From an optimization exercise on the open Yosys and OpenROAD flow, aimed at small area; shortcuts taken in it are not production practice.
Function was checked by simulation only, so behaviour that the tests miss may differ from the original.
Power figures rest on the tool's default switching activity, not on a simulated workload. The clock port is modelled as an ideal driver; clocking choices that lean on that would not hold on a real chip.

[config.mk]
export PLATFORM = sky130hd
export DESIGN_NAME = core_top
export DESIGN_NICKNAME = core_top
export VERILOG_FILES = /design/flow/design.v
export SDC_FILE = /design/flow/constraint.sdc
export NUM_CORES = 4
export LEC_CHECK = 0
export CAP_MARGIN = 20
export CORE_MARGIN = 2
export CORE_UTILIZATION = 40
export SLEW_MARGIN = 20
[constraint.sdc]
create_clock -name core_clock -period 6.0 [get_ports {clk}]
set_input_delay 1.2000 -clock core_clock [delete_from_list [all_inputs] [get_ports {clk}]]
set_output_delay 1.2000 -clock core_clock [all_outputs]
set_load 0.01 [all_outputs]
[design.v]
`default_nettype none
package core_pkg;
    localparam logic [6:0] OP_OP     = 7'b0110011;
    localparam logic [6:0] OP_OPIMM  = 7'b0010011;
    localparam logic [6:0] OP_LUI    = 7'b0110111;
    localparam logic [6:0] OP_LOAD   = 7'b0000011;
    localparam logic [6:0] OP_STORE  = 7'b0100011;
    localparam logic [6:0] OP_BRANCH = 7'b1100011;
endpackage
`default_nettype wire
`default_nettype none
module reg_file
(
    input  logic       clk,
    input  logic       clr_i,     
    input  logic       wen_i,
    input  logic [4:0] wrd_i,
    input  logic       wbit_i,
    input  logic [4:0] rs1_i,
    input  logic [4:0] rs2_i,
    output logic       rs1_bit_o,
    output logic       rs2_bit_o
);
    logic [31:0] tap;
    logic [7:0]  dec_lo;
    logic [3:0]  dec_hi;
    always_comb begin
        for (int i = 0; i < 8; i++) begin
            dec_lo[i] = clr_i | (wen_i && wrd_i[2:0] == 3'(i));
        end
        for (int i = 0; i < 4; i++) begin
            dec_hi[i] = clr_i | (wrd_i[4:3] == 2'(i));
        end
    end
    assign tap[0] = 1'b0;
    genvar r;
    generate
        for (r = 1; r < 32; r++) begin : g_reg
            logic [31:0] q;
            logic        we;
            assign we = dec_lo[r % 8] & dec_hi[r / 8];
            always_ff @(posedge clk) begin
                q <= {we ? wbit_i : q[0], q[31:1]};
            end
            assign tap[r] = q[0];
        end
    endgenerate
    assign rs1_bit_o = tap[rs1_i];
    assign rs2_bit_o = tap[rs2_i];
endmodule
`default_nettype wire
`default_nettype none
module core_top
#(
    parameter logic [31:0] RESET_PC = 32'h0000_0000
) (
    input  logic        clk,
    input  logic        reset_i,
    output logic [31:0] pc_o,
    input  logic [31:0] inst_i,
    output logic        dmem_req_valid_o,
    input  logic        dmem_req_ready_i,
    output logic [64:0] dmem_req_o,
    input  logic [31:0] dmem_rdata_i,
    output logic        retire_valid_o,
    output logic [68:0] retire_o
);
    localparam logic [2:0] S_CLR  = 3'd0;
    localparam logic [2:0] S_EX   = 3'd1;
    localparam logic [2:0] S_MEM  = 3'd2;
    localparam logic [2:0] S_WAIT = 3'd3;
    localparam logic [2:0] S_PCU  = 3'd4;
    logic [2:0]  st_q;
    logic [4:0]  cnt_q;
    logic        c_q;         
    logic        tk_q;        
    logic [4:0]  rd_q;
    logic        wb_q;        
    logic [31:1] pc_q;        
    logic [31:0] addr_q;
    logic [31:0] wdata_q;
    logic        st_clr, st_ex, st_mem, st_wait, st_pcu;
    logic        last;
    logic [6:0]  opc;
    logic [2:0]  f3;
    logic        is_op, is_opimm, is_lui, is_load, is_store, is_br;
    logic        logic_op, sub;
    logic        t1, t2;
    logic        immb;
    logic        a, b;
    logic        cin, sum, cout;
    logic        lres, res;
    logic        tk_acc;
    logic        off, pc_a, pc_sum, pc_cout;
    logic        wbit;
    assign st_clr  = (st_q == S_CLR);
    assign st_ex   = (st_q == S_EX);
    assign st_mem  = (st_q == S_MEM);
    assign st_wait = (st_q == S_WAIT);
    assign st_pcu  = (st_q == S_PCU);
    assign last    = (cnt_q == 5'd31);
    assign opc      = inst_i[6:0];
    assign f3       = inst_i[14:12];
    assign is_op    = (opc == core_pkg::OP_OP);
    assign is_opimm = (opc == core_pkg::OP_OPIMM);
    assign is_lui   = (opc == core_pkg::OP_LUI);
    assign is_load  = (opc == core_pkg::OP_LOAD);
    assign is_store = (opc == core_pkg::OP_STORE);
    assign is_br    = (opc == core_pkg::OP_BRANCH);
    assign logic_op = is_op && (f3 == 3'b100 || f3 == 3'b110 || f3 == 3'b111);
    assign sub      = is_op && inst_i[30] && !logic_op;
    always_comb begin
        if (is_lui) begin
            immb = (cnt_q >= 5'd12) ? inst_i[cnt_q] : 1'b0;
        end else if (cnt_q >= 5'd12) begin
            immb = inst_i[31];
        end else if (cnt_q == 5'd11) begin
            immb = is_br ? inst_i[7] : inst_i[31];
        end else if (cnt_q >= 5'd5) begin
            immb = inst_i[5'd20 + cnt_q];
        end else if (is_store || is_br) begin
            immb = (is_br && cnt_q == 5'd0) ? 1'b0 : inst_i[5'd7 + cnt_q];
        end else begin
            immb = inst_i[5'd20 + cnt_q];
        end
    end
    assign wbit = wdata_q[0] && !st_clr;
    reg_file reg_file_i (
        .clk       (clk),
        .clr_i     (st_clr),
        .wen_i     (st_pcu && wb_q),
        .wrd_i     (rd_q),
        .wbit_i    (wbit),
        .rs1_i     (inst_i[19:15]),
        .rs2_i     (inst_i[24:20]),
        .rs1_bit_o (t1),
        .rs2_bit_o (t2)
    );
    assign a    = t1 && !(is_lui || is_br);
    assign b    = (is_op ? t2 : immb) ^ sub;
    assign cin  = (cnt_q == 5'd0) ? sub : c_q;
    assign sum  = a ^ b ^ cin;
    assign cout = (a & b) | (cin & (a ^ b));
    assign lres = f3[1] ? (f3[0] ? (t1 & t2) : (t1 | t2)) : (t1 ^ t2);
    assign res  = logic_op ? lres : sum;
    assign tk_acc = ((cnt_q == 5'd0) ? 1'b0 : tk_q) | (t1 ^ t2);
    assign off     = tk_q ? addr_q[0] : (cnt_q == 5'd2);
    assign pc_a    = (cnt_q == 5'd0) ? 1'b0 : pc_q[1];
    assign pc_sum  = pc_a ^ off ^ ((cnt_q == 5'd0) ? 1'b0 : c_q);
    assign pc_cout = (pc_a & off) | (((cnt_q == 5'd0) ? 1'b0 : c_q) & (pc_a ^ off));
    always_ff @(posedge clk) begin
        if (reset_i) begin
            st_q  <= S_CLR;
            cnt_q <= 5'd0;
        end else begin
            cnt_q <= cnt_q + 5'd1;
            case (st_q)
                S_CLR:   if (last) st_q <= S_EX;
                S_EX:    if (last) st_q <= (is_load || is_store) ? S_MEM : S_PCU;
                S_MEM:   if (dmem_req_ready_i) st_q <= last ? S_PCU : S_WAIT;
                S_WAIT:  if (last) st_q <= S_PCU;
                S_PCU:   if (last) st_q <= S_EX;
                default: st_q <= S_CLR;
            endcase
        end
    end
    always_ff @(posedge clk) begin
        if (st_ex) begin
            c_q  <= cout;
            tk_q <= last ? (is_br && (tk_acc ^ (f3 == 3'b000))) : tk_acc;
            rd_q <= inst_i[11:7];
            wb_q <= is_op || is_opimm || is_lui || is_load;
        end else if (st_pcu) begin
            c_q <= pc_cout;
        end
    end
    always_ff @(posedge clk) begin
        if (st_clr) begin
            pc_q <= {RESET_PC[cnt_q], pc_q[31:2]};
        end else if (st_pcu && cnt_q != 5'd0) begin
            pc_q <= {pc_sum, pc_q[31:2]};
        end
    end
    always_ff @(posedge clk) begin
        if (!st_mem) begin
            addr_q <= {sum, addr_q[31:1]};
        end
    end
    always_ff @(posedge clk) begin
        if (st_mem && dmem_req_ready_i) begin
            wdata_q <= dmem_rdata_i;
        end else if (!(st_mem || st_wait)) begin
            wdata_q <= {st_pcu ? wdata_q[0] : (is_store ? t2 : res), wdata_q[31:1]};
        end
    end
    assign pc_o             = {pc_q, 1'b0};
    assign dmem_req_valid_o = st_mem;
    assign dmem_req_o       = {addr_q, wdata_q, !wb_q};
    assign retire_valid_o   = st_pcu && (cnt_q == 5'd0);
    assign retire_o         = {pc_q, 1'b0, (wb_q ? rd_q : 5'd0), wdata_q};
endmodule
`default_nettype wire
[run.sh]
#!/bin/bash
# synth_recipe.tcl (not shown) runs the flow's synth.tcl, then flattens the netlist and writes it again
# the make line also repeats each setting of config.mk as NAME=value (left out here)
make -C /OpenROAD-flow-scripts/flow DESIGN_CONFIG=/design/flow/config.mk WORK_HOME=/design/flow/orfs CLKGATE_MAP_FILE= SYNTH_SCRIPT=/design/flow/synth_recipe.tcl finish
==> flow_summary.toml, run 1 <==
[logic_synthesis]
synth_area_leader_cell = "dfxtp_1"
ys.flop_type = "dfxtp_1"
ys_seq_area_frac = 0.868
ys_ff_latch = 1103
synthSimpleGateAreaFrac = 0.0239
synth_enable_flop_cells = 103
synth_top_family_by_area = "multiplexers"
synthMuxAreaShare = 0.0588
synth_compound_area_frac = 0.0147
synth_top_area_frac = 0.752
synth_area_leaders = "dfxtp_1 (75%), edfxtp_1 (12%), mux2_2 (2.7%), mux4_2 (2.0%), buf_4 (1.9%)"
synth_fa_ha_area_frac = 0.00714
yosysWarnings = 2
ys_types = 62
synth_area_sq_um = 26600
postSynthAreaPerCell_sq_um = 17.5
async_flop_share = 0
synth-xor-area-share = 0.00329
synthCells = 1525

[critical_path]
endpoint_kind = "flop"
required_ns = 6.35
path_cells = "clkdlybuf4s50_1 > mux4_1 > mux4_2 > o21ai_4 > xnor2_1 > o32ai_2 > fa_1 > a221oi_1 > a31o_2 > o22ai_1"
cpPeakStageDelay_ns = 0.83
worstSetupPathType = "in -> reg"
rrSetupSlack_ns = 1.82
worstSetupStartpointType = "input port"
arrival_ns = 4.69
cp_max_fo = 11
critPathSlowestCell = "clkdlybuf4s50_1"

[route]
vias_per_cell = 4.21
highest_layer = "met4"
drt-met1-wl_mm = 20.2
wl_met3_mm = 2.85
met2_length_mm = 19.7
wirelength_mm = 44.0
ant_nets = 0
num_vias = 11400
drt_first_pass_iters = 4
wire_per_inst_um = 16.2
drc = 0
drt_iter0_drc = 624

[placed_design]
dp_hpwl_mm = 29.3
gp_congestion = 0.865
dp.cells = 2539
post-place-ws_ns = 1.01
placedInstanceArea_sq_um = 29500
io_buffer_count = 232

[grt]
grt_pass1_wl_mm = 65.8
gr-usage-all-layers = 0.127
overflow = 0
grt_pass1_vias = 11200
grt_max_degree = 33
antenna_found_initial = 3

[sta]
fin_skew_ns = 0.0260
max_freq_mhz = 230
slew_violations = 0
rsz0062_at_grt = "no"
tightest_slew_ns = 1.02
final.min_clock_period_ns = 4.34
finalHoldViolCount = 0
fin_setup_tns_ns = 0
maxSlewHeadroom = 0.320
period_share = 0.723
setup_viol = 0
fin_ws_ns = 1.66

[pwr]
power.internal_mw = 11.8
power_frac_seq = 0.523
combPwrFrac = 0.053
finalPower_mw = 14.8
swShare = 0.200
power_leakage_nw = 13.0
vdd_drop_max_mv = 0.340
power_density_nw_per_um2 = 450
clock_power_share = 0.425
p_switching_mw = 2.96

[final_layout]
layout-drive-gt1-share = 0.139
design_area_sq_um = 32900
area_growth_syn_to_layout_pct = 23.4
nNetsFinal = 1856
stdcell_count = 2719
antenna_cells = 0

[cts]
clk_latency_ns = 0.63
root_buffer = "clkbuf_16"
cts_buffers = 98
cts_tree = "built"
cts_hold_buf = 0
cts_buffer_depth = 3
clkTransAtPathRegs_ns = 0.08
htree_levels = 3
post_cts_buffers = 0
ctsResizeCount = 0
cts_sinks = 1103

[floorplanning]
num_rows = 94
die_h_um = 262
boundaryPins = 235
die_area_sq_um = 68600
die_x_um = 262
core_sq_um = 65900
initial_core_util = 0.404

[status]
outcome = "finished clean"

[hold_path]
min_path_type = "reg -> reg"

[flow_run]
cap_viol_max_count = 0
-- cells in the mapped netlist, types with 6 or more instances --
master       n
nor2b_1      8
and2_1       7
a21oi_1     16
mux2i_1     12
nand3_1     13
o21ai_0      8
edfxtp_1   103
buf_4       67
clkbuf_1    15
nand2_1     52
mux2_2      64
ha_1        12
nor3_1       6
mux4_1       7
inv_1       13
nor2_1      21
mux4_2      24
xnor2_1      8
dfxtp_1   1000
-- metrics by stage --
step / hold WS [ns] / utilization
after global routing: 0.315 / 0.499
after floorplan: 0.310 / -
after CTS: 0.303 / 0.499
after global placement: 0.310 / 0.448
final: 0.299 / 0.499
after detailed placement: 0.312 / 0.448
-- per-layer routing --
layer	up-vias	track usage
li1	5515	-
met1	5481	0.166
met2	365	0.202
met3	88	0.0338
met4	0	0.0497
met5	-	0
-- final timing paths --
kind,from,endpoint,cells past startpoint
setup / recovery,inst_i[20],wdata_q[31]$_DFFE_PP_,10
setup reg to reg,cnt_q[0]$_SDFF_PP0_,wdata_q[31]$_DFFE_PP_,14
hold / removal,reg_file_i.g_reg[1].q[1]$_DFF_P_,reg_file_i.g_reg[1].q[0]$_DFF_P_,0
hold reg to reg,reg_file_i.g_reg[1].q[1]$_DFF_P_,reg_file_i.g_reg[1].q[0]$_DFF_P_,0
-- state kept, by name, summed over array words and instances, names as in the netlist --
register,flops
addr_q,32
c_q,1
cnt_q,5
pc_q,31
rd_q,5
reg_file_i.g.q,992
st_q,3
tk_q,1
wb_q,1
wdata_q,32
-- cells by family (layout without fill, tap and decap cells) --
family                     after synthesis  after routing
AOI/OAI and AO/OA                       57             57
xor gates and xnor gates                10             10
adders and majority gates               14             14
buffers and inverters                  102            431
DFF                                   1103           1103
muxes                                  107            107
other                                    1              2
and+or+nand+nor                        131            131
-- critical path, delay by kind of cell --
family | cells | cell delay, ns
AO/OA/AOI/OAI | 5 | 0.93
XOR/XNOR | 1 | 0.12
adder cells (fa/ha/maj) | 1 | 0.47
buffers and inverters | 1 | 0.83
multiplexers | 2 | 1.13
-- cells in the final DEF, fill, tap and decap left out, types with 13 or more instances in the layout --
cell type / Yosys / layout
clkbuf_16: 0 / 101
clkinv_2: 0 / 16
clkbuf_1: 15 / 24
nand2_1: 52 / 52
a21oi_1: 16 / 16
mux2_2: 64 / 64
dfxtp_1: 1000 / 1000
mux4_2: 24 / 24
clkdlybuf4s50_1: 0 / 232
nand3_1: 13 / 13
nor2_1: 21 / 21
edfxtp_1: 103 / 103
-- cell type report --
class	count	area (sq um)
clock buffer	137	2770
inverter	14	52.6
fill	5385	33000
clock inverter	43	581
sequential	1103	23100
tap	864	1080
timing repair buffer	237	2360
multi-input combinational	321	2890
-- power by group through the flow --
stage	Clock (mW)	Combinational [mW]	Sequential [mW]
after floorplan	0	0.294	7.92
after global placement	0	0.790	7.88
after detailed placement	0	0.787	7.89
after CTS	6.45	0.790	7.72
after global routing	6.76	0.838	7.74
final	6.27	0.782	7.72
==> inputs of run 2 (changes only) <==
--- a/config.mk
+++ b/config.mk
@@ -6,6 +6,9 @@
 export NUM_CORES = 4
 export LEC_CHECK = 0
+export ABC_AREA = 1
 export CAP_MARGIN = 20
 export CORE_MARGIN = 2
 export CORE_UTILIZATION = 40
+export CTS_BUF_LIST = sky130_fd_sc_hd__clkbuf_8
+export CTS_CLUSTER_SIZE = 30
 export SLEW_MARGIN = 20
==> flow_summary.toml, run 2 <==
[route]
wirelength_mm = 46.2
ant_nets = 0
drt_first_pass_iters = 7
drc = 0
num_vias = 13000
drt_iter0_drc = 828
vias_per_cell = 4.26
wire_per_inst_um = 15.1

[sta]
fin_ws_ns = 1.60
slew_violations = 0
final.min_clock_period_ns = 4.40
max_freq_mhz = 227
rsz0062_at_grt = "no"
hold_slack_ns = 0.299
setup_viol = 0
fin_skew_ns = 0.0296
maxSlewHeadroom = 0.339
fin_setup_tns_ns = 0
tightest_slew_ns = 0.989
finalHoldViolCount = 0
period_share = 0.734

[cts]
clk_latency_ns = 0.79
cts_sinks = 1103
ctsResizeCount = 0
cts_tree = "built"
cts_buffer_depth = 3
root_buffer = "clkbuf_8"
post_cts_buffers = 0
clkTransAtPathRegs_ns = 0.06
cts_buffers = 160
htree_levels = 4
cts_hold_buf = 0

[placed_design]
dp_hpwl_mm = 30.0
gp_congestion = 0.840
placedInstanceArea_sq_um = 29800
dp.cells = 2774
post-place-ws_ns = 1.39
io_buffer_count = 232

[pwr]
vdd_drop_max_mv = 0.273
power_density_nw_per_um2 = 446
power_frac_seq = 0.534
swShare = 0.223
finalPower_mw = 14.7
power_leakage_nw = 13.6
clock_power_share = 0.391
p_switching_mw = 3.28
combPwrFrac = 0.075
power.internal_mw = 11.4

[logic_synthesis]
synth.most_common_cell = "dfxtp_1"
synth_commonest_cells = "dfxtp_1 (1000), nand2_1 (137), edfxtp_1 (103)"
postSynthAreaPerCell_sq_um = 15.4
yosysWarnings = 2
synth_area_leader_cell = "dfxtp_1"
ys.flop_type = "dfxtp_1"
synth_top_area_frac = 0.739
async_flop_share = 0
ys_ff_latch = 1103
synth_area_leaders = "dfxtp_1 (74%), edfxtp_1 (11%), buf_4 (2.0%), nand2_1 (1.9%), nand3_1 (1.6%)"
synth_area_sq_um = 27100
synth_enable_flop_cells = 103
ys_types = 52
ys_seq_area_frac = 0.853
synthCells = 1760

[grt]
grt_pass1_wl_mm = 72.1
overflow = 0
grt_pass1_vias = 12900
gr-usage-all-layers = 0.134
grt_max_degree = 40
antenna_found_initial = 3

[floorplanning]
die_area_sq_um = 69800
initial_core_util = 0.403
die_x_um = 264
num_rows = 95
boundaryPins = 235
die_h_um = 264
core_sq_um = 67200

[final_layout]
final_cell_mix = "dfxtp_1 (1000), clkdlybuf4s50_1 (232), clkbuf_8 (191), nand2_1 (137), inv_1 (110)"
fillerInstances = 5709
design_area_sq_um = 33100
regMostFlops = "reg_file_i.g.q"
antenna_cells = 0
layout-drive-gt1-share = 0.140
stdcell_count = 3057
reg_top3 = "reg_file_i.g.q x992, addr_q x32, wdata_q x32"
largest_reg_flops = 992
final_common_cell = "dfxtp_1"
area_growth_syn_to_layout_pct = 22.0
nNetsFinal = 2144
final_core_util = 0.492

[critical_path]
worstSetupPathType = "reg -> out"
arrival_ns = 3.20
worstSetupStartpointType = "flop"
cp_max_fo = 13
endpoint_kind = "output port"
required_ns = 4.80

[status]
outcome = "finished clean"

[hold_path]
min_path_type = "reg -> reg"

[flow_run]
cap_viol_max_count = 0
-- run 2: routing by layer --
layer	global-route usage	wire, um	vias to the layer above
met2	0.199	20000	432
li1	-	-	6345
met5	0	12	-
met3	0.0474	3000	90
met1	0.178	22100	6147
met4	0.0579	1080	2
-- run 2: worst paths after layout --
path | from | endpoint | slack, ns | depth (start not counted)
hold reg to reg | reg_file_i.g_reg[24].q[21]$_DFF_P_ | reg_file_i.g_reg[24].q[20]$_DFF_P_ | 0.30 | 0
setup / recovery | cnt_q[1]$_SDFF_PP0_ | retire_valid_o | 1.60 | 5
setup reg to reg | cnt_q[1]$_SDFF_PP0_ | wdata_q[31]$_DFFE_PP_ | 2.01 | 21
hold / removal | reg_file_i.g_reg[24].q[21]$_DFF_P_ | reg_file_i.g_reg[24].q[20]$_DFF_P_ | 0.30 | 0
-- run 2: cells by family (layout without fill, tap and decap cells) --
logic type | Yosys count | after routing | synth area share
adder cells (fa/ha/maj) | 14 | 14 | 0.00702
other | 1 | 2 | 0.000138
flip-flops | 1103 | 1103 | 0.853
XOR/XNOR | 4 | 4 | 0.00129
buffers and inverters | 168 | 591 | 0.0372
AND/OR/NAND/NOR | 277 | 277 | 0.0467
multiplexers | 31 | 31 | 0.0166
AO/OA/AOI/OAI | 162 | 162 | 0.0377
-- run 2: critical path, cell delays in order (launching register included) --
cell,delay [ns]
dfxtp_1,0.45
inv_1,0.45
ha_1,0.30
nand3_1,0.25
nor2_1,0.35
clkdlybuf4s50_1,0.60
-- run 2: final cells by class --
cell class	instances	area (sq um)	share of cell area
well taps	873	1090	0.0330
clock buffers	191	2630	0.0795
multi-input cells	490	2970	0.0899
inverters	71	270	0.00818
repair buffers	237	2360	0.0714
clock inverters	92	618	0.0187
flip-flops and latches	1103	23100	0.699
-- run 2: power groups by stage --
stage          Sequential (mW)  Combinational, mW  Clock, mW
6_report                  7.86               1.11       5.75
5_1_grt                   7.89               1.18       6.32
4_1_cts                   7.87               1.12       5.98
3_5_place_dp              8.02               1.12          0
3_3_place_gp              8.02               1.13          0
2_1_floorplan             8.07              0.451          0
==> inputs of run 3 (changes only) <==
--- a/config.mk
+++ b/config.mk
@@ -10,5 +10,4 @@
 export CORE_MARGIN = 2
 export CORE_UTILIZATION = 40
-export CTS_BUF_LIST = sky130_fd_sc_hd__clkbuf_8
-export CTS_CLUSTER_SIZE = 30
+export CTS_BUF_LIST = sky130_fd_sc_hd__clkbuf_4
 export SLEW_MARGIN = 20
==> flow_summary.toml, run 3 <==
[critical_path]
path_cells = "inv_1 > ha_1 > nand3_1 > nor2_1 > clkdlybuf4s50_1"
startpoint = "cnt_q[1]$_SDFF_PP0_"
cp_max_fo = 13
arrival_ns = 3.41
r2r_start = "cnt_q[1]$_SDFF_PP0_"
worstSetupStartpointType = "flop"
worstSetupPathType = "reg -> out"
rr_worst_depth = 21
rrSetupSlack_ns = 2.03
required_ns = 4.80
endpoint_kind = "output port"
critPathSlowestCell = "clkdlybuf4s50_1"
r2r-end = "wdata_q[31]$_DFFE_PP_"
cpPeakStageDelay_ns = 0.60

[grt]
grt_use_met2 = 0.200
gr-usage-all-layers = 0.137
antenna_found_initial = 6
gr-usage-met1 = 0.176
overflow = 0
grtUsageMet3 = 0.0503
grt_pass1_wl_mm = 74.1
grt_pass1_vias = 14000
gr-max-usage-layer = "met2"
grt_max_degree = 40

[pwr]
vdd_drop_max_mv = 0.229
combPwrFrac = 0.075
clock_power_share = 0.391
swShare = 0.217
power.internal_mw = 11.5
p_switching_mw = 3.20
power_frac_seq = 0.533
power_leakage_nw = 13.7
power_density_nw_per_um2 = 445

[placed_design]
dp_hpwl_mm = 30.0
post-place-ws_ns = 1.39
io_buffer_count = 232
dp.cells = 2774
gp_congestion = 0.840

[floorplanning]
die_h_um = 264
num_rows = 95
die_area_sq_um = 69800
initial_core_util = 0.403
boundaryPins = 235
core_sq_um = 67200
die_x_um = 264

[logic_synthesis]
synth_enable_flop_cells = 103
ys_ff_latch = 1103
yosysWarnings = 2
postSynthAreaPerCell_sq_um = 15.4
synth_commonest_cells = "dfxtp_1 (1000), nand2_1 (137), edfxtp_1 (103)"
synth_area_leader_cell = "dfxtp_1"
synth_area_leaders = "dfxtp_1 (74%), edfxtp_1 (11%), buf_4 (2.0%), nand2_1 (1.9%), nand3_1 (1.6%)"
synth_area_sq_um = 27100
async_flop_share = 0
ys.flop_type = "dfxtp_1"
ys_seq_area_frac = 0.853
synth.most_common_cell = "dfxtp_1"
synth_top_area_frac = 0.739
synthCells = 1760
ys_types = 52

[final_layout]
stdcell_count = 3229
multi_input_area_sq_um = 2970
ff_latch_area_sq_um = 23100
final_core_util = 0.493
largest_reg_flops = 992
final_cell_mix = "dfxtp_1 (1000), clkbuf_4 (407), clkdlybuf4s50_1 (232), nand2_1 (137), edfxtp_1 (103)"
nNetsFinal = 2263
reg_top3 = "reg_file_i.g.q x992, addr_q x32, wdata_q x32"
final_common_cell = "dfxtp_1"
regMostFlops = "reg_file_i.g.q"
layout-drive-gt1-share = 0.211
fillerInstances = 5748
area_growth_syn_to_layout_pct = 22.2

[hold_path]
hold_start = "reg_file_i.g_reg[4].q[26]$_DFF_P_"
holdPathEnd = "reg_file_i.g_reg[4].q[25]$_DFF_P_"
min_path_cells = 0
min_path_type = "reg -> reg"

[cts]
cts_hold_buf = 0
ctsResizeCount = 0
cts_tree = "built"
cts_sinks = 1103
cts_buffer_depth = 4
clkTransAtPathRegs_ns = 0.06
htree_levels = 5
root_buffer = "clkbuf_4"
post_cts_buffers = 0
clk_latency_ns = 1.06
cts_buffers = 279

[route]
drt_iter0_drc = 703
drt_first_pass_iters = 5
drc = 0
vias_per_cell = 4.25
ant_nets = 0
wirelength_mm = 46.9
num_vias = 13700
wire_per_inst_um = 14.5

[sta]
final.min_clock_period_ns = 4.61
fin_ws_ns = 1.39
rsz0062_at_grt = "no"
finalHoldViolCount = 0
fin_setup_tns_ns = 0
fin_skew_ns = 0.107
period_share = 0.769
setup_viol = 0
maxSlewHeadroom = 0.334
slew_violations = 0
tightest_slew_ns = 0.997
max_freq_mhz = 217

[status]
outcome = "finished clean"

[flow_run]
cap_viol_max_count = 0
run 3: cell types whose count changed in the layout (fill, tap and decap cells not counted), sizes merged:
cell | before | now
clkinv | 24 | 39
inv | 134 | 74
clkinvlp | 2 | 1
clkbuf | 191 | 407
diode | 0 | 3
bufinv | 3 | 2
run 3: power groups by stage:
stage | Sequential, mW | Clock (mW) | Combinational [mW]
4_1_cts | 7.86 | 6.04 | 1.12
3_3_place_gp | 8.02 | 0 | 1.13
5_1_grt | 7.88 | 6.44 | 1.18
2_1_floorplan | 8.07 | 0 | 0.451
6_report | 7.86 | 5.77 | 1.11
3_5_place_dp | 8.02 | 0 | 1.12
run 3: logic make-up (layout without fill, tap and decap cells):
group | Yosys count | in the layout | share of synthesized area
compound gates | 162 | 162 | 0.0377
xor+xnor | 4 | 4 | 0.00129
fa+ha+maj | 14 | 14 | 0.00702
buf+inv | 168 | 760 | 0.0372
flops | 1103 | 1103 | 0.853
mux | 31 | 31 | 0.0166
other cells | 1 | 5 | 0.000138
simple gates | 277 | 277 | 0.0467
run 3: final cells by class:
class | instances | share of cell area
Inverter | 71 | 0.00817
Clock inverter | 45 | 0.00684
Antenna cell | 3 | 0.000227
Timing Repair Buffer | 237 | 0.0713
Sequential cell | 1103 | 0.698
Tap cell | 873 | 0.0330
Clock buffer | 407 | 0.0923
Multi-Input combinational cell | 490 | 0.0898
run 3: critical path: cells and delay by family, from the launching register on:
family | cells | cell delay (ns)
fa+ha+maj | 1 | 0.30
buf+inv | 2 | 1.05
flops | 1 | 0.45
simple gates | 2 | 0.60
run 3: metrics by stage:
step,total power [mW],hold slack [ns],cell area (sq um)
after floorplan,8.52,0.310,27100
after global placement,9.14,0.310,29800
after detailed placement,9.14,0.312,29800
after CTS,15.0,0.209,33100
after global routing,15.5,0.193,33100
final,14.7,0.229,33100
run 3: metal layers:
| layer | wire length [um] | vias to the layer above |
|---|---|---|
| met5 | 12 | - |
| met4 | 1320 | 2 |
| met3 | 2870 | 105 |
| met2 | 20400 | 474 |
| met1 | 22300 | 6415 |
| li1 | - | 6719 |
run 3: how the worst max path moves through the flow:
stage                       endpoint  depth (start not counted)
4_1_cts               retire_valid_o                          5
2_1_floorplan  wdata_q[31]$_DFFE_PP_                         19
3_3_place_gp   wdata_q[31]$_DFFE_PP_                         18
3_5_place_dp   wdata_q[31]$_DFFE_PP_                         18
6_report              retire_valid_o                          5
5_1_grt               retire_valid_o                          5
==> inputs of run 4 (changes only) <==
==> flow/run.sh (new file) <==
#!/bin/bash
# Standard layout, with the smallest buffer on the ports.
set -euo pipefail
export BUFFER_PORTS_ARGS="-buffer_cell sky130_fd_sc_hd__buf_1"
bash standard.sh > flow_make.log 2>&1
==> standard.sh (new file) <==
#!/bin/bash
# synth_recipe.tcl (not shown) runs the flow's synth.tcl, then flattens the netlist and writes it again
# the make line also repeats each setting of config.mk as NAME=value (left out here)
make -C /OpenROAD-flow-scripts/flow DESIGN_CONFIG=/design/flow/config.mk WORK_HOME=/design/flow/orfs CLKGATE_MAP_FILE= SYNTH_SCRIPT=/design/flow/synth_recipe.tcl "${@:-finish}"
--- a/config.mk
+++ b/config.mk
@@ -6,8 +6,6 @@
 export NUM_CORES = 4
 export LEC_CHECK = 0
-export ABC_AREA = 1
 export CAP_MARGIN = 20
 export CORE_MARGIN = 2
 export CORE_UTILIZATION = 40
-export CTS_BUF_LIST = sky130_fd_sc_hd__clkbuf_4
 export SLEW_MARGIN = 20
removed: run.sh
==> flow_summary.toml, run 4 <==
[status]
outcome = "finished clean"

[cts]
ctsResizeCount = 0
clkTransAtPathRegs_ns = 0.07
cts_tree = "built"
htree_levels = 3
root_buffer = "clkbuf_16"
post_cts_buffers = 0
cts_buffer_depth = 3
cts_sinks = 1103
clk_latency_ns = 0.64
cts_buffers = 96
cts_hold_buf = 0

[critical_path]
cp_num_buf_inv = 2
rr_worst_depth = 14
worstSetupStartpointType = "flop"
endpoint_kind = "flop"
cp_max_fo = 22
critPathSlowestCell = "xor2_1"
path_cells = "buf_4 > inv_1 > ha_1 > xor2_1 > mux4_2 > nand2b_1 > nand4_1 > nand3b_1 > a41oi_1 > o32ai_2 > fa_1 > a221oi_1 > a31o_2 > o22ai_1"
arrival_ns = 4.52
worstSetupPathType = "reg -> reg"
crit_family = "compound AO/OA/AOI/OAI gates"
cpPeakStageDelay_ns = 0.53
worstSetupPathDepth = 14
required_ns = 6.36

[route]
vias_per_cell = 4.26
drt_iter0_drc = 694
drt_first_pass_iters = 4
wire_per_inst_um = 15.9
wirelength_mm = 43.1
drc = 0
ant_nets = 0
num_vias = 11600

[floorplanning]
die_x_um = 262
die_h_um = 262
initial_core_util = 0.404
core_sq_um = 65900
boundaryPins = 235
num_rows = 94
die_area_sq_um = 68600

[placed_design]
io_buffer_count = 232
dp_hpwl_mm = 28.5
gp_congestion = 0.824
placedInstanceArea_sq_um = 28000

[final_layout]
final_common_cell = "dfxtp_1"
reg_top3 = "reg_file_i.g.q x992, addr_q x32, wdata_q x32"
design_area_sq_um = 31300
area_growth_syn_to_layout_pct = 17.6
final_cell_mix = "dfxtp_1 (1000), buf_1 (232), edfxtp_1 (103), clkbuf_16 (99), mux2_2 (64)"
nNetsFinal = 1855
layout-drive-gt1-share = 0.142
largest_reg_flops = 992
regMostFlops = "reg_file_i.g.q"

[logic_synthesis]
synth_fa_ha_area_frac = 0.00714
synth.most_common_cell = "dfxtp_1"
synth-xor-area-share = 0.00329
synth_area_sq_um = 26600
ys_ff_latch = 1103
ys.flop_type = "dfxtp_1"
synth_area_leaders = "dfxtp_1 (75%), edfxtp_1 (12%), mux2_2 (2.7%), mux4_2 (2.0%), buf_4 (1.9%)"
synth_enable_flop_cells = 103
yosysWarnings = 2
synth_area_leader_cell = "dfxtp_1"
async_flop_share = 0
synthSimpleGateAreaFrac = 0.0239
synth_top_area_frac = 0.752
ys_seq_area_frac = 0.868
postSynthAreaPerCell_sq_um = 17.5
synth_commonest_cells = "dfxtp_1 (1000), edfxtp_1 (103), buf_4 (67)"
synth_compound_area_frac = 0.0147
synth_top_family_by_area = "multiplexers"
ys_types = 62
synthCells = 1525
synthMuxAreaShare = 0.0588

[pwr]
swShare = 0.207
power_frac_seq = 0.540
power.internal_mw = 11.3
p_switching_mw = 2.96
finalPower_mw = 14.3
power_density_nw_per_um2 = 456
power_leakage_nw = 12.4
clock_power_share = 0.425
vdd_drop_max_mv = 0.246
combPwrFrac = 0.035

[grt]
grt_max_degree = 33
grt_pass1_wl_mm = 63.3
gr-usage-all-layers = 0.123
antenna_found_initial = 3
grt_pass1_vias = 11200
overflow = 0

[sta]
setup_viol = 0
fin_setup_tns_ns = 0
finalHoldViolCount = 0
rsz0062_at_grt = "no"
tightest_slew_ns = 0.915
maxSlewHeadroom = 0.390
fin_skew_ns = 0.0296
slew_violations = 0
max_freq_mhz = 240
final.min_clock_period_ns = 4.16
period_share = 0.693

[flow_run]
cap_viol_max_count = 0

[hold_path]
min_path_type = "reg -> reg"
min_path_cells = 0
[run 4: power by group through the flow]
| stage | sequential [mW] | combinational (mW) | clock, mW |
|---|---|---|---|
| floorplan | 7.92 | 0.294 | 0 |
| global placement | 7.87 | 0.504 | 0 |
| detailed placement | 7.88 | 0.502 | 0 |
| CTS | 7.72 | 0.505 | 6.27 |
| global route | 7.73 | 0.554 | 6.56 |
| finish | 7.72 | 0.498 | 6.08 |
[run 4: final timing paths]
| path | slack [ns] | start | endpoint |
|---|---|---|---|
| worst min-delay path | 0.30 | reg_file_i.g_reg[28].q[28]$_DFF_P_ | reg_file_i.g_reg[28].q[27]$_DFF_P_ |
| worst max register to register | 1.84 | cnt_q[0]$_SDFF_PP0_ | wdata_q[31]$_DFFE_PP_ |
| worst max-delay path | 1.84 | cnt_q[0]$_SDFF_PP0_ | wdata_q[31]$_DFFE_PP_ |
| worst min register to register | 0.30 | reg_file_i.g_reg[28].q[28]$_DFF_P_ | reg_file_i.g_reg[28].q[27]$_DFF_P_ |
[run 4: final cells by class]
type | instances | area [sq um]
antenna | 2 | 5.00
tap | 864 | 1080
timing repair buffer | 238 | 943
multi-input combinational | 321 | 2890
clock buffer | 135 | 2830
clock inverter | 39 | 404
sequential | 1103 | 23100
inverter | 14 | 52.6
fill | 5625 | 34500
[run 4: cell families after synthesis]
group | count (synthesis)
flip-flops | 1103
multiplexers | 107
other | 1
buffers and inverters | 102
AND/OR/NAND/NOR | 131
AO/OA/AOI/OAI | 57
adder cells (fa/ha/maj) | 14
XOR/XNOR | 10
[run 4: stage by stage]
stage                     hold WS (ns)  cells  utilization  worst slack [ns]
after floorplan                  0.310   1526            -              1.99
after global placement           0.310   2538        0.426              1.31
final                            0.300   2716        0.476              1.84
after global routing             0.313   2715        0.476              1.49
after detailed placement         0.312   2538        0.426              1.24
after CTS                        0.305   2712        0.475              1.76
[run 4: per-layer routing]
metal	wire length, um	track usage	up-vias
met5	0	0	-
met4	1730	0.0634	0
met3	2820	0.0300	104
met2	19300	0.195	404
met1	19300	0.158	5551
li1	-	-	5510
==> inputs of run 5 (changes only) <==
==> flow/run.sh (replaced) <==
#!/bin/bash
# Standard layout, with the smallest buffer on the ports and larger clock-sink clusters.
set -euo pipefail
export BUFFER_PORTS_ARGS="-buffer_cell sky130_fd_sc_hd__buf_1"
export CTS_ARGS="-sink_clustering_enable -repair_clock_nets -sink_clustering_size 32 -sink_clustering_max_diameter 80 -dont_use_dummy_load"
bash standard.sh > flow_make.log 2>&1
==> flow_summary.toml, run 5 <==
[status]
outcome = "finished clean"

[critical_path]
worstSetupPathType = "in -> reg"
arrival_ns = 4.49
path_cells = "buf_1 > mux4_1 > mux4_2 > o21ai_4 > xnor2_1 > o32ai_2 > fa_1 > a221oi_1 > a31o_2 > o22ai_1"
cp_max_fo = 11
critPathSlowestCell = "mux4_1"
cp_num_buf_inv = 1
worstSetupStartpointType = "input port"
crit_family = "multiplexers"
endpoint_kind = "flop"
required_ns = 6.31
cpPeakStageDelay_ns = 0.65

[cts]
cts_buffer_depth = 3
ctsResizeCount = 0
cts_hold_buf = 0
cts_buffers = 43
clkTransAtPathRegs_ns = 0.10
root_buffer = "clkbuf_16"
cts_sinks = 1103
post_cts_buffers = 0
htree_levels = 2
cts_tree = "built"
clk_latency_ns = 0.60

[sta]
slew_violations = 0
fin_setup_tns_ns = 0
tightest_slew_ns = 1.04
rsz0062_at_grt = "no"
fin_skew_ns = 0.0609
period_share = 0.697
maxSlewHeadroom = 0.305
final.min_clock_period_ns = 4.18
max_freq_mhz = 239
finalHoldViolCount = 0
setup_viol = 0

[placed_design]
gp_congestion = 0.824
dp_hpwl_mm = 28.5
io_buffer_count = 232

[logic_synthesis]
synth_area_leaders = "dfxtp_1 (75%), edfxtp_1 (12%), mux2_2 (2.7%), mux4_2 (2.0%), buf_4 (1.9%)"
ys_types = 62
ys_seq_area_frac = 0.868
postSynthAreaPerCell_sq_um = 17.5
synth_area_leader_cell = "dfxtp_1"
synth.most_common_cell = "dfxtp_1"
synth_commonest_cells = "dfxtp_1 (1000), edfxtp_1 (103), buf_4 (67)"
ys_ff_latch = 1103
synth_top_area_frac = 0.752
synth_area_sq_um = 26600
ys.flop_type = "dfxtp_1"
synth_enable_flop_cells = 103
yosysWarnings = 2
synthCells = 1525
async_flop_share = 0

[grt]
grt_pass1_vias = 10400
overflow = 0
grt_pass1_wl_mm = 59.9
gr-usage-met1 = 0.152
gr-usage-all-layers = 0.116
grtUsageMet3 = 0.0221
grt_max_degree = 33
grt_use_met2 = 0.187
gr-max-usage-layer = "met2"
antenna_found_initial = 3

[final_layout]
final_cell_mix = "dfxtp_1 (1000), buf_1 (232), edfxtp_1 (103), mux2_2 (64), nand2_1 (52)"
largest_reg_flops = 992
reg_top3 = "reg_file_i.g.q x992, addr_q x32, wdata_q x32"
area_growth_syn_to_layout_pct = 9.45
layout-drive-gt1-share = 0.0832
regMostFlops = "reg_file_i.g.q"
nNetsFinal = 1801
final_common_cell = "dfxtp_1"

[floorplanning]
die_area_sq_um = 68600
core_sq_um = 65900
num_rows = 94
boundaryPins = 235
die_x_um = 262
initial_core_util = 0.404
die_h_um = 262

[route]
drt_first_pass_iters = 4
vias_per_cell = 4.25
wirelength_mm = 41.3
num_vias = 11000
drt_iter0_drc = 769
wire_per_inst_um = 16.0
ant_nets = 0
drc = 0

[hold_path]
min_path_type = "reg -> reg"

[pwr]
power_leakage_nw = 11.3
vdd_drop_max_mv = 0.245
finalPower_mw = 11.4
power_density_nw_per_um2 = 392

[flow_run]
cap_viol_max_count = 0
## run 5: cell counts after synthesis
No cell type changed its count.
## run 5: cells by family after synthesis
kind of cell	Yosys count	synth area share
buffers and inverters	102	0.0242
AND/OR/NAND/NOR	131	0.0239
XOR/XNOR	10	0.00329
flip-flops	1103	0.868
multiplexers	107	0.0588
other	1	0.000141
adder cells (fa/ha/maj)	14	0.00714
AO/OA/AOI/OAI	57	0.0147
## run 5: worst paths after layout
check / from / to / slack (ns) / depth (start not counted)
min reg2reg: reg_file_i.g_reg[26].q[21]$_DFF_P_ / reg_file_i.g_reg[26].q[20]$_DFF_P_ / 0.26 / 0
min: reg_file_i.g_reg[26].q[21]$_DFF_P_ / reg_file_i.g_reg[26].q[20]$_DFF_P_ / 0.26 / 0
max reg2reg: cnt_q[0]$_SDFF_PP0_ / wdata_q[31]$_DFFE_PP_ / 1.82 / 14
max: inst_i[20] / wdata_q[31]$_DFFE_PP_ / 1.82 / 10
## run 5: where the power goes
group	total, mW	switching (mW)	internal [mW]
Sequential	7.71	0.104	7.61
Clock	3.23	1.94	1.29
Combinational	0.497	0.301	0.196
Total	11.4	2.34	9.10
## run 5: per-layer routing
layer | wire length (um) | share of wire
met2 | 18200 | 0.44
met4 | 1710 | 0.041
met1 | 18900 | 0.46
met5 | 0 | 0
met3 | 2500 | 0.061
## run 5: cell type report
cell class                 count  area, sq um
multi-input combinational    321         2890
tap                          864         1080
antenna                        1         2.50
clock buffer                  43         1080
inverter                      14         52.6
fill                        5843        36700
timing repair buffer         237          928
sequential                  1103        23100
## run 5: through the flow
| step | worst slack, ns | utilization | cell area (sq um) | instances | hold slack, ns |
|---|---|---|---|---|---|
| 6_report | 1.82 | 0.443 | 29100 | 2583 | 0.261 |
| 3_3_place_gp | 1.31 | 0.426 | 28000 | 2538 | 0.310 |
| 2_1_floorplan | 1.99 | - | 26600 | 1526 | 0.310 |
| 4_1_cts | 1.76 | 0.442 | 29100 | 2581 | 0.263 |
| 5_1_grt | 1.49 | 0.443 | 29100 | 2583 | 0.261 |
| 3_5_place_dp | 1.24 | 0.426 | 28000 | 2538 | 0.312 |
==> inputs of run 6 (changes only) <==
==> flow/run.sh (replaced) <==
#!/bin/bash
# Standard layout, with the smallest buffer on the ports and larger clock-sink clusters.
set -euo pipefail
export BUFFER_PORTS_ARGS="-buffer_cell sky130_fd_sc_hd__buf_1"
export CTS_ARGS="-sink_clustering_enable -repair_clock_nets -sink_clustering_size 30 -sink_clustering_max_diameter 120 -dont_use_dummy_load"
bash standard.sh > flow_make.log 2>&1
==> flow_summary.toml, run 6 <==
[status]
outcome = "finished clean"

[sta]
hold_slack_ns = 0.302
fin_setup_tns_ns = 0
period_share = 0.689
fin_ws_ns = 1.86
setup_viol = 0
slew_violations = 0
finalHoldViolCount = 0
max_freq_mhz = 242
fin_skew_ns = 0.0403
final.min_clock_period_ns = 4.14
rsz0062_at_grt = "no"
tightest_slew_ns = 1.04
maxSlewHeadroom = 0.306

[pwr]
power_leakage_nw = 11.3
power_density_nw_per_um2 = 392
vdd_drop_max_mv = 0.263

[cts]
cts_hold_buf = 0
cts_buffer_depth = 3
root_buffer = "clkbuf_16"
post_cts_buffers = 0
cts_sinks = 1103
clk_latency_ns = 0.60
cts_buffers = 42
htree_levels = 2
ctsResizeCount = 0
cts_tree = "built"
clkTransAtPathRegs_ns = 0.11

[final_layout]
final_common_cell = "dfxtp_1"
stdcell_count = 2582
regMostFlops = "reg_file_i.g.q"
final_cell_mix = "dfxtp_1 (1000), buf_1 (232), edfxtp_1 (103), mux2_2 (64), nand2_1 (52)"
reg_top3 = "reg_file_i.g.q x992, addr_q x32, wdata_q x32"
area_growth_syn_to_layout_pct = 9.36
layout-drive-gt1-share = 0.0827
nNetsFinal = 1800
multi_input_area_sq_um = 2890
fillerInstances = 5845
ff_latch_area_sq_um = 23100
largest_reg_flops = 992

[critical_path]
worstSetupPathType = "in -> reg"
arrival_ns = 4.48
rrSetupSlack_ns = 1.89
rr_worst_depth = 14
cp_max_fo = 11
required_ns = 6.35
worstSetupStartpointType = "input port"
endpoint_kind = "flop"

[logic_synthesis]
ys_ff_latch = 1103
synth_area_leader_cell = "dfxtp_1"
yosysWarnings = 2
postSynthAreaPerCell_sq_um = 17.5
synth_area_sq_um = 26600
ys.flop_type = "dfxtp_1"
synth.most_common_cell = "dfxtp_1"
ys_seq_area_frac = 0.868
synthCells = 1525
synth_area_leaders = "dfxtp_1 (75%), edfxtp_1 (12%), mux2_2 (2.7%), mux4_2 (2.0%), buf_4 (1.9%)"
ys_types = 62
synth_commonest_cells = "dfxtp_1 (1000), edfxtp_1 (103), buf_4 (67)"
async_flop_share = 0
synth_top_area_frac = 0.752
synth_enable_flop_cells = 103

[hold_path]
min_path_type = "reg -> reg"
min_path_cells = 0

[floorplanning]
die_x_um = 262
initial_core_util = 0.404
die_h_um = 262
core_sq_um = 65900
num_rows = 94
die_area_sq_um = 68600
boundaryPins = 235

[placed_design]
gp_congestion = 0.824
io_buffer_count = 232
dp_hpwl_mm = 28.5
post-place-ws_ns = 1.24
dp.cells = 2538

[grt]
grt_pass1_wl_mm = 59.7
grt_pass1_vias = 10400
antenna_found_initial = 3
overflow = 0
grt_max_degree = 33
gr-usage-all-layers = 0.116

[route]
wirelength_mm = 41.2
wire_per_inst_um = 16.0
num_vias = 11000
drt_iter0_drc = 753
drt_first_pass_iters = 5
ant_nets = 0
vias_per_cell = 4.25
drc = 0

[flow_run]
cap_viol_max_count = 0
[run 6: cell counts after synthesis]
No cell type changed its count.
[run 6: final cells by class]
| class | count | share of cell area |
|---|---|---|
| clock buffer | 42 | 0.0361 |
| multi-input combinational | 321 | 0.0993 |
| antenna | 1 | 0.0000859 |
| inverter | 14 | 0.00180 |
| tap | 864 | 0.0371 |
| timing repair buffer | 237 | 0.0319 |
| sequential | 1103 | 0.794 |
[run 6: per-stage QoR]
step	total power [mW]	instance area, sq um	util
4_1_cts	11.6	29100	0.442
3_3_place_gp	8.38	28000	0.426
3_5_place_dp	8.38	28000	0.426
5_1_grt	11.9	29100	0.442
6_report	11.4	29100	0.442
2_1_floorplan	8.21	26600	-
[run 6: routing by layer]
layer / wire length, um / up-vias / track usage
met5: 0 / - / 0
met2: 18100 / 332 / 0.186
met3: 2510 / 69 / 0.0252
met4: 1450 / 0 / 0.0460
met1: 19100 / 5278 / 0.154
li1: - / 5305 / -
[run 6: critical path, stage by stage]
cell and delay, ns:
buf_1 0.58, mux4_1 0.65, mux4_2 0.49, o21ai_4 0.20, xnor2_1 0.12, o32ai_2 0.24
fa_1 0.48, a221oi_1 0.29, a31o_2 0.16, o22ai_1 0.07
[run 6: worst paths after layout]
kind | startpoint | endpoint
worst max-delay path | inst_i[20] | wdata_q[31]$_DFFE_PP_
worst min-delay path | reg_file_i.g_reg[17].q[1]$_DFF_P_ | reg_file_i.g_reg[17].q[0]$_DFF_P_
worst max register to register | cnt_q[0]$_SDFF_PP0_ | wdata_q[31]$_DFFE_PP_
worst min register to register | reg_file_i.g_reg[17].q[1]$_DFF_P_ | reg_file_i.g_reg[17].q[0]$_DFF_P_
[run 6: report_power, final]
group	internal [mW]	total, mW	switching [mW]
logic	0.196	0.498	0.302
clock network	1.27	3.20	1.93
registers	7.60	7.71	0.105
total	9.07	11.4	2.34
[run 6: cells by family (layout without fill, tap and decap cells)]
kind of cell	after synthesis	in the layout	share of synthesized area
xor gates and xnor gates	10	10	0.00329
and+or+nand+nor	131	131	0.0239
adders and majority gates	14	14	0.00714
other	1	3	0.000141
buffers and inverters	102	293	0.0242
DFF	1103	1103	0.868
muxes	107	107	0.0588
AOI/OAI and AO/OA	57	57	0.0147
==> inputs of run 7 (changes only) <==
--- a/design.v
+++ b/design.v
@@ -110,17 +110,26 @@
     assign logic_op = is_op && (f3 == 3'b100 || f3 == 3'b110 || f3 == 3'b111);
     assign sub      = is_op && inst_i[30] && !logic_op;
+    logic sb;
+    assign sb = is_store || is_br;
     always_comb begin
-        if (is_lui) begin
-            immb = (cnt_q >= 5'd12) ? inst_i[cnt_q] : 1'b0;
-        end else if (cnt_q >= 5'd12) begin
-            immb = inst_i[31];
-        end else if (cnt_q == 5'd11) begin
-            immb = is_br ? inst_i[7] : inst_i[31];
-        end else if (cnt_q >= 5'd5) begin
-            immb = inst_i[5'd20 + cnt_q];
-        end else if (is_store || is_br) begin
-            immb = (is_br && cnt_q == 5'd0) ? 1'b0 : inst_i[5'd7 + cnt_q];
+        if (cnt_q >= 5'd12) begin
+            immb = is_lui ? inst_i[cnt_q] : inst_i[31];
+        end else if (is_lui) begin
+            immb = 1'b0;
         end else begin
-            immb = inst_i[5'd20 + cnt_q];
+            case (cnt_q[3:0])
+                4'd0:    immb = is_store ? inst_i[7] : (is_br ? 1'b0 : inst_i[20]);
+                4'd1:    immb = sb ? inst_i[8]  : inst_i[21];
+                4'd2:    immb = sb ? inst_i[9]  : inst_i[22];
+                4'd3:    immb = sb ? inst_i[10] : inst_i[23];
+                4'd4:    immb = sb ? inst_i[11] : inst_i[24];
+                4'd5:    immb = inst_i[25];
+                4'd6:    immb = inst_i[26];
+                4'd7:    immb = inst_i[27];
+                4'd8:    immb = inst_i[28];
+                4'd9:    immb = inst_i[29];
+                4'd10:   immb = inst_i[30];
+                default: immb = is_br ? inst_i[7] : inst_i[31];
+            endcase
         end
     end
==> flow/run.sh (replaced) <==
#!/bin/bash
# Standard layout, with the smallest buffer on the ports and larger clock-sink clusters.
set -euo pipefail
export BUFFER_PORTS_ARGS="-buffer_cell sky130_fd_sc_hd__buf_1"
export CTS_ARGS="-sink_clustering_enable -repair_clock_nets -sink_clustering_size 34 -sink_clustering_max_diameter 80 -dont_use_dummy_load"
bash standard.sh > flow_make.log 2>&1
--- a/config.mk
+++ b/config.mk
@@ -8,4 +8,5 @@
 export CAP_MARGIN = 20
 export CORE_MARGIN = 2
-export CORE_UTILIZATION = 40
+export CORE_UTILIZATION = 65
+export PLACE_DENSITY = 0.75
 export SLEW_MARGIN = 20
==> flow_summary.toml, run 7 <==
[grt]
grt_max_degree = 35
grt_pass1_wl_mm = 59.6
grt_pass1_vias = 10400
overflow = 0
antenna_found_initial = 4
gr-usage-all-layers = 0.190

[cts]
root_buffer = "clkbuf_16"
clkTransAtPathRegs_ns = 0.12
cts_buffer_depth = 3
cts_hold_buf = 0
clk_latency_ns = 0.59
ctsResizeCount = 0
cts_tree = "built"
cts_sinks = 1103
htree_levels = 2
post_cts_buffers = 0
cts_buffers = 40

[route]
drt_iter0_drc = 551
vias_per_cell = 4.78
drt_first_pass_iters = 4
drc = 0
ant_nets = 0
num_vias = 10600
wirelength_mm = 40.0
wire_per_inst_um = 18.1

[critical_path]
r2r_start = "cnt_q[0]$_SDFF_PP0_"
startpoint = "inst_i[15]"
critPathSlowestCell = "mux4_2"
required_ns = 6.25
worstSetupPathDepth = 10
arrival_ns = 4.22
rr_worst_depth = 13
r2r-end = "wdata_q[31]$_DFFE_PP_"
worstSetupEndpoint = "wdata_q[31]$_DFFE_PP_"
worstSetupPathType = "in -> reg"
endpoint_kind = "flop"
cp_num_buf_inv = 1
cp_max_fo = 10
path_cells = "buf_1 > mux4_2 > mux4_2 > mux2i_2 > nor3_1 > fa_1 > mux2i_1 > o21ai_0 > o21ai_0 > o22ai_1"
rrSetupSlack_ns = 2.44
cpPeakStageDelay_ns = 0.61
worstSetupStartpointType = "input port"
crit_family = "multiplexers"

[floorplanning]
die_area_sq_um = 41900
die_x_um = 205
die_h_um = 205
initial_core_util = 0.660
core_sq_um = 39700
num_rows = 73
boundaryPins = 235

[pwr]
p_switching_mw = 2.37
vdd_drop_max_mv = 0.289
power_leakage_nw = 11.1
power_density_nw_per_um2 = 404
swShare = 0.208
finalPower_mw = 11.4
clock_power_share = 0.278
power_frac_seq = 0.682
power.internal_mw = 9.01
combPwrFrac = 0.039

[final_layout]
largest_reg_flops = 992
final_core_util = 0.710
final_cell_mix = "dfxtp_1 (1000), buf_1 (232), edfxtp_1 (103), mux2_1 (48), nand2_1 (48)"
ff_latch_area_sq_um = 23100
area_growth_syn_to_layout_pct = 7.65
nNetsFinal = 1764
reg_top3 = "reg_file_i.g.q x992, addr_q x32, wdata_q x32"
stdcell_count = 2216
final_common_cell = "dfxtp_1"
layout-drive-gt1-share = 0.0504
multi_input_area_sq_um = 2480
regMostFlops = "reg_file_i.g.q"
fillerInstances = 2452

[logic_synthesis]
synth_area_sq_um = 26200
synth_top_area_frac = 0.764
ys_ff_latch = 1103
synth_commonest_cells = "dfxtp_1 (1000), edfxtp_1 (103), buf_4 (65)"
ys_types = 65
ys_seq_area_frac = 0.882
synth_area_leader_cell = "dfxtp_1"
ys.flop_type = "dfxtp_1"
synthCells = 1496
synth_area_leaders = "dfxtp_1 (76%), edfxtp_1 (12%), mux2_1 (2.1%), buf_4 (1.9%), mux4_2 (1.5%)"
yosysWarnings = 2
synth_enable_flop_cells = 103
postSynthAreaPerCell_sq_um = 17.5
async_flop_share = 0
synth.most_common_cell = "dfxtp_1"

[sta]
slew_violations = 0
fin_skew_ns = 0.0761
fin_setup_tns_ns = 0
setup_viol = 0
tightest_slew_ns = 0.854
max_freq_mhz = 252
final.min_clock_period_ns = 3.97
period_share = 0.662
hold_slack_ns = 0.291
finalHoldViolCount = 0
maxSlewHeadroom = 0.426
rsz0062_at_grt = "no"

[placed_design]
io_buffer_count = 232
dp.cells = 2171
dp_hpwl_mm = 25.9
gp_congestion = 0.898

[hold_path]
min_path_type = "reg -> reg"

[status]
outcome = "finished clean"

[flow_run]
cap_viol_max_count = 0
## run 7: cell count changes after synthesis, moves of 4 or more
cell and change:
mux2i_1 -4, mux4_2 -6, mux2_2 -48, buf_2 +6, nand2_1 -4, xnor2_1 -6
mux4_1 -6, ha_1 -5, mux2_1 +48, nand3_1 -7
## run 7: worst register-to-register path, delay by kind of cell (launching register included)
kind	cells	cell delay, ns
fa+ha+maj	2	0.85
flops	1	0.65
compound gates	9	1.44
buf+inv	1	0.16
mux	1	0.15
## run 7: logic make-up (layout without fill, tap and decap cells)
logic type / after synthesis / after routing / synth area share
DFF: 1103 / 1103 / 0.882
and+or+nand+nor: 124 / 124 / 0.0238
buffers and inverters: 99 / 288 / 0.0241
muxes: 92 / 92 / 0.0476
AOI/OAI and AO/OA: 63 / 63 / 0.0159
adders and majority gates: 9 / 9 / 0.00487
xor gates and xnor gates: 5 / 5 / 0.00167
other: 1 / 7 / 0.000143
## run 7: area by class of cell
cell class / count / area share
multi-input cells: 295 / 0.0880
flip-flops and latches: 1103 / 0.819
well taps: 525 / 0.0233
clock buffers: 40 / 0.0355
inverters: 12 / 0.00160
repair buffers: 236 / 0.0319
diodes: 5 / 0.000443
## run 7: metal layers
layer	GRT usage	vias to the layer above	wire length (um)
met3	0.0371	70	1800
li1	-	5192	-
met5	0	-	28
met2	0.314	266	18900
met4	0.0559	4	1050
met1	0.259	5069	18300
## run 7: worst min path at each step
| stage | from | to | slack, ns | cells after the start |
|---|---|---|---|---|
| finish | reg_file_i.g_reg[28].q[27]$_DFF_P_ | reg_file_i.g_reg[28].q[26]$_DFF_P_ | 0.29 | 0 |
| global route | reg_file_i.g_reg[28].q[27]$_DFF_P_ | reg_file_i.g_reg[28].q[26]$_DFF_P_ | 0.29 | 0 |
| CTS | reg_file_i.g_reg[28].q[27]$_DFF_P_ | reg_file_i.g_reg[28].q[26]$_DFF_P_ | 0.30 | 0 |
| detailed placement | reg_file_i.g_reg[17].q[24]$_DFF_P_ | reg_file_i.g_reg[17].q[23]$_DFF_P_ | 0.31 | 0 |
| global placement | reg_file_i.g_reg[5].q[2]$_DFF_P_ | reg_file_i.g_reg[5].q[1]$_DFF_P_ | 0.31 | 0 |
| floorplan | reg_file_i.g_reg[10].q[1]$_DFF_P_ | reg_file_i.g_reg[10].q[0]$_DFF_P_ | 0.31 | 0 |
## run 7: through the flow
| stage | area [sq um] | setup WS (ns) |
|---|---|---|
| 2_1_floorplan | 26200 | 1.84 |
| 3_3_place_gp | 27200 | 1.52 |
| 3_5_place_dp | 27200 | 1.44 |
| 4_1_cts | 28200 | 2.00 |
| 5_1_grt | 28200 | 1.74 |
| 6_report | 28200 | 2.03 |
## run 7: power groups by stage
stage	sequential [mW]	combinational, mW	clock [mW]
final	7.77	0.449	3.17
after detailed placement	7.94	0.452	0
after CTS	7.77	0.454	3.24
after global routing	7.79	0.492	3.48
after floorplan	7.96	0.263	0
after global placement	7.93	0.447	0
==> inputs of run 8 (changes only) <==
==> flow/run.sh (replaced) <==
#!/bin/bash
# Standard layout, with the smallest buffer on the ports and larger clock-sink clusters.
set -euo pipefail
export BUFFER_PORTS_ARGS="-buffer_cell sky130_fd_sc_hd__buf_1"
export CTS_ARGS="-sink_clustering_enable -repair_clock_nets -sink_clustering_size 34 -sink_clustering_max_diameter 100 -dont_use_dummy_load"
bash standard.sh > flow_make.log 2>&1
--- a/config.mk
+++ b/config.mk
@@ -8,5 +8,4 @@
 export CAP_MARGIN = 20
 export CORE_MARGIN = 2
-export CORE_UTILIZATION = 65
-export PLACE_DENSITY = 0.75
+export CORE_UTILIZATION = 40
 export SLEW_MARGIN = 20
==> flow_summary.toml, run 8 <==
[critical_path]
worstSetupPathType = "in -> reg"
endpoint_kind = "flop"
worstSetupStartpointType = "input port"
rr_worst_depth = 13
arrival_ns = 4.29
cp_max_fo = 11
required_ns = 6.27

[floorplanning]
die_h_um = 260
boundaryPins = 235
die_x_um = 260
num_rows = 93
core_sq_um = 64600
initial_core_util = 0.406
die_area_sq_um = 67600

[sta]
setup_viol = 0
fin_skew_ns = 0.0556
final.min_clock_period_ns = 4.01
fin_ws_ns = 1.99
period_share = 0.669
hold_slack_ns = 0.263
finalHoldViolCount = 0
rsz0062_at_grt = "no"
tightest_slew_ns = 0.824
slew_violations = 0
maxSlewHeadroom = 0.451
max_freq_mhz = 249
fin_setup_tns_ns = 0

[placed_design]
io_buffer_count = 232
placedInstanceArea_sq_um = 27600
dp_hpwl_mm = 26.3
gp_congestion = 0.859
post-place-ws_ns = 1.40

[grt]
grt_pass1_vias = 9951
grt_max_degree = 35
grtUsageMet3 = 0.0257
gr-usage-met1 = 0.152
gr-max-usage-layer = "met2"
grt_use_met2 = 0.174
antenna_found_initial = 5
overflow = 0
gr-usage-all-layers = 0.113
grt_pass1_wl_mm = 58.2

[route]
wire_per_inst_um = 15.4
drc = 0
wirelength_mm = 39.2
num_vias = 10700
vias_per_cell = 4.20
ant_nets = 0
drt_iter0_drc = 724
drt_first_pass_iters = 6

[logic_synthesis]
synthCells = 1496
synth_area_leaders = "dfxtp_1 (76%), edfxtp_1 (12%), mux2_1 (2.1%), buf_4 (1.9%), mux4_2 (1.5%)"
synth_enable_flop_cells = 103
async_flop_share = 0
synth_area_leader_cell = "dfxtp_1"
ys_seq_area_frac = 0.882
ys.flop_type = "dfxtp_1"
synth_commonest_cells = "dfxtp_1 (1000), edfxtp_1 (103), buf_4 (65)"
synth_area_sq_um = 26200
yosysWarnings = 2
ys_types = 65
synth_top_area_frac = 0.764
ys_ff_latch = 1103
synth.most_common_cell = "dfxtp_1"
postSynthAreaPerCell_sq_um = 17.5

[final_layout]
layout-drive-gt1-share = 0.0510
largest_reg_flops = 992
nNetsFinal = 1765
final_cell_mix = "dfxtp_1 (1000), buf_1 (232), edfxtp_1 (103), mux2_1 (48), nand2_1 (48)"
final_common_cell = "dfxtp_1"
design_area_sq_um = 28600
ff_latch_area_sq_um = 23100
regMostFlops = "reg_file_i.g.q"
fillerInstances = 5606
reg_top3 = "reg_file_i.g.q x992, addr_q x32, wdata_q x32"
area_growth_syn_to_layout_pct = 9.29
multi_input_area_sq_um = 2480

[hold_path]
min_path_cells = 0
min_path_type = "reg -> reg"

[pwr]
finalPower_mw = 11.4
power_density_nw_per_um2 = 397
power_leakage_nw = 11.2
vdd_drop_max_mv = 0.184

[cts]
cts_buffer_depth = 3
ctsResizeCount = 0
root_buffer = "clkbuf_16"
cts_tree = "built"
htree_levels = 2
clk_latency_ns = 0.59
clkTransAtPathRegs_ns = 0.11
cts_buffers = 41
cts_hold_buf = 0
post_cts_buffers = 0
cts_sinks = 1103

[status]
outcome = "finished clean"

[flow_run]
cap_viol_max_count = 0
## run 8: kinds of logic after synthesis
kind of cell / synth area share
other cells: 0.000143
compound gates: 0.0159
simple gates: 0.0238
buf+inv: 0.0241
fa+ha+maj: 0.00487
flops: 0.882
xor+xnor: 0.00167
mux: 0.0476
## run 8: cell type report
class / instances / share of cell area
Sequential cell: 1103 / 0.807
Multi-Input combinational cell: 295 / 0.0867
Tap cell: 855 / 0.0374
Clock buffer: 41 / 0.0358
Timing Repair Buffer: 236 / 0.0315
Inverter: 12 / 0.00157
Antenna cell: 1 / 0.0000874
## run 8: metrics by stage
| stage | std cells | utilization |
|---|---|---|
| 6_report | 2543 | 0.443 |
| 5_1_grt | 2542 | 0.443 |
| 4_1_cts | 2542 | 0.443 |
| 3_5_place_dp | 2501 | 0.428 |
| 3_3_place_gp | 2501 | 0.428 |
| 2_1_floorplan | 1497 | - |
## run 8: layer usage
layer / wire length, um / up-vias
met1: 18400 / 5147
met3: 2130 / 70
li1: - / 5184
met4: 1360 / 8
met5: 58 / -
met2: 17300 / 274
## run 8: worst paths after layout
check             slack [ns]                                from                            endpoint
setup / recovery        1.99                          inst_i[20]               wdata_q[31]$_DFFE_PP_
hold / removal          0.26  reg_file_i.g_reg[19].q[22]$_DFF_P_  reg_file_i.g_reg[19].q[21]$_DFF_P_
setup reg to reg        2.23                 cnt_q[0]$_SDFF_PP0_               wdata_q[31]$_DFFE_PP_
hold reg to reg         0.26  reg_file_i.g_reg[19].q[22]$_DFF_P_  reg_file_i.g_reg[19].q[21]$_DFF_P_
## run 8: power breakdown
part | total (mW) | switching (mW) | internal (mW)
sequential | 7.77 | 0.136 | 7.63
combinational | 0.453 | 0.281 | 0.172
clock | 3.16 | 1.93 | 1.24
## run 8: critical path: stages
cell     delay (ns)
buf_1          0.56
mux4_2         0.58
nor4b_1        0.15
a41oi_1        0.23
nand4_2        0.23
xor2_1         0.22
a22oi_2        0.15
fa_1           0.48
mux2i_1        0.18
o21ai_0        0.12
o21ai_0        0.09
o22ai_1        0.09

==> separate check: timing with driven ports <==
How much do the figures lean on ideal ports? The routed layouts below were timed once more, with nothing changed but the port constraints.
Step 1 assumes that a clkbuf_16 drives the clock port and a buf_2 every other input.
Step 2 also shifts input and output timing later by t, the mid clock arrival at the registers, as if the neighbouring blocks saw the same clock.
Slacks: no drivers / after step 1 / after step 2; pairs: no drivers / after step 1.
| run | t, ns | slack for setup (ns) | latest minus earliest clock arrival (ns) | cell pins on the clock port's net |
|---|---|---|---|---|
| run 1 | 0.675 | 1.661 / 1.627 / 0.952 | 0.027 / 0.028 | 1 |
| run 2 | 0.824 | 1.597 / 1.546 / 1.348 | 0.042 / 0.042 | 1 |
| run 3 | 1.052 | 1.385 / 1.333 / 1.338 | 0.126 / 0.126 | 1 |
| run 4 | 0.681 | 1.840 / 1.840 / 1.234 | 0.033 / 0.033 | 1 |
| run 5 | 0.615 | 1.819 / 1.820 / 1.229 | 0.081 / 0.081 | 1 |
| run 6 | 0.635 | 1.865 / 1.888 / 1.253 | 0.044 / 0.043 | 1 |
| run 7 | 0.607 | 2.027 / 2.042 / 1.435 | 0.084 / 0.085 | 1 |
| run 8 | 0.606 | 1.986 / 1.918 / 1.312 | 0.087 / 0.087 | 1 |
After both steps setup and hold are still met in every run listed. For run 1, which loses most, drivers alone change the setup slack by -0.034 ns; drivers and shift together by -0.709 ns.
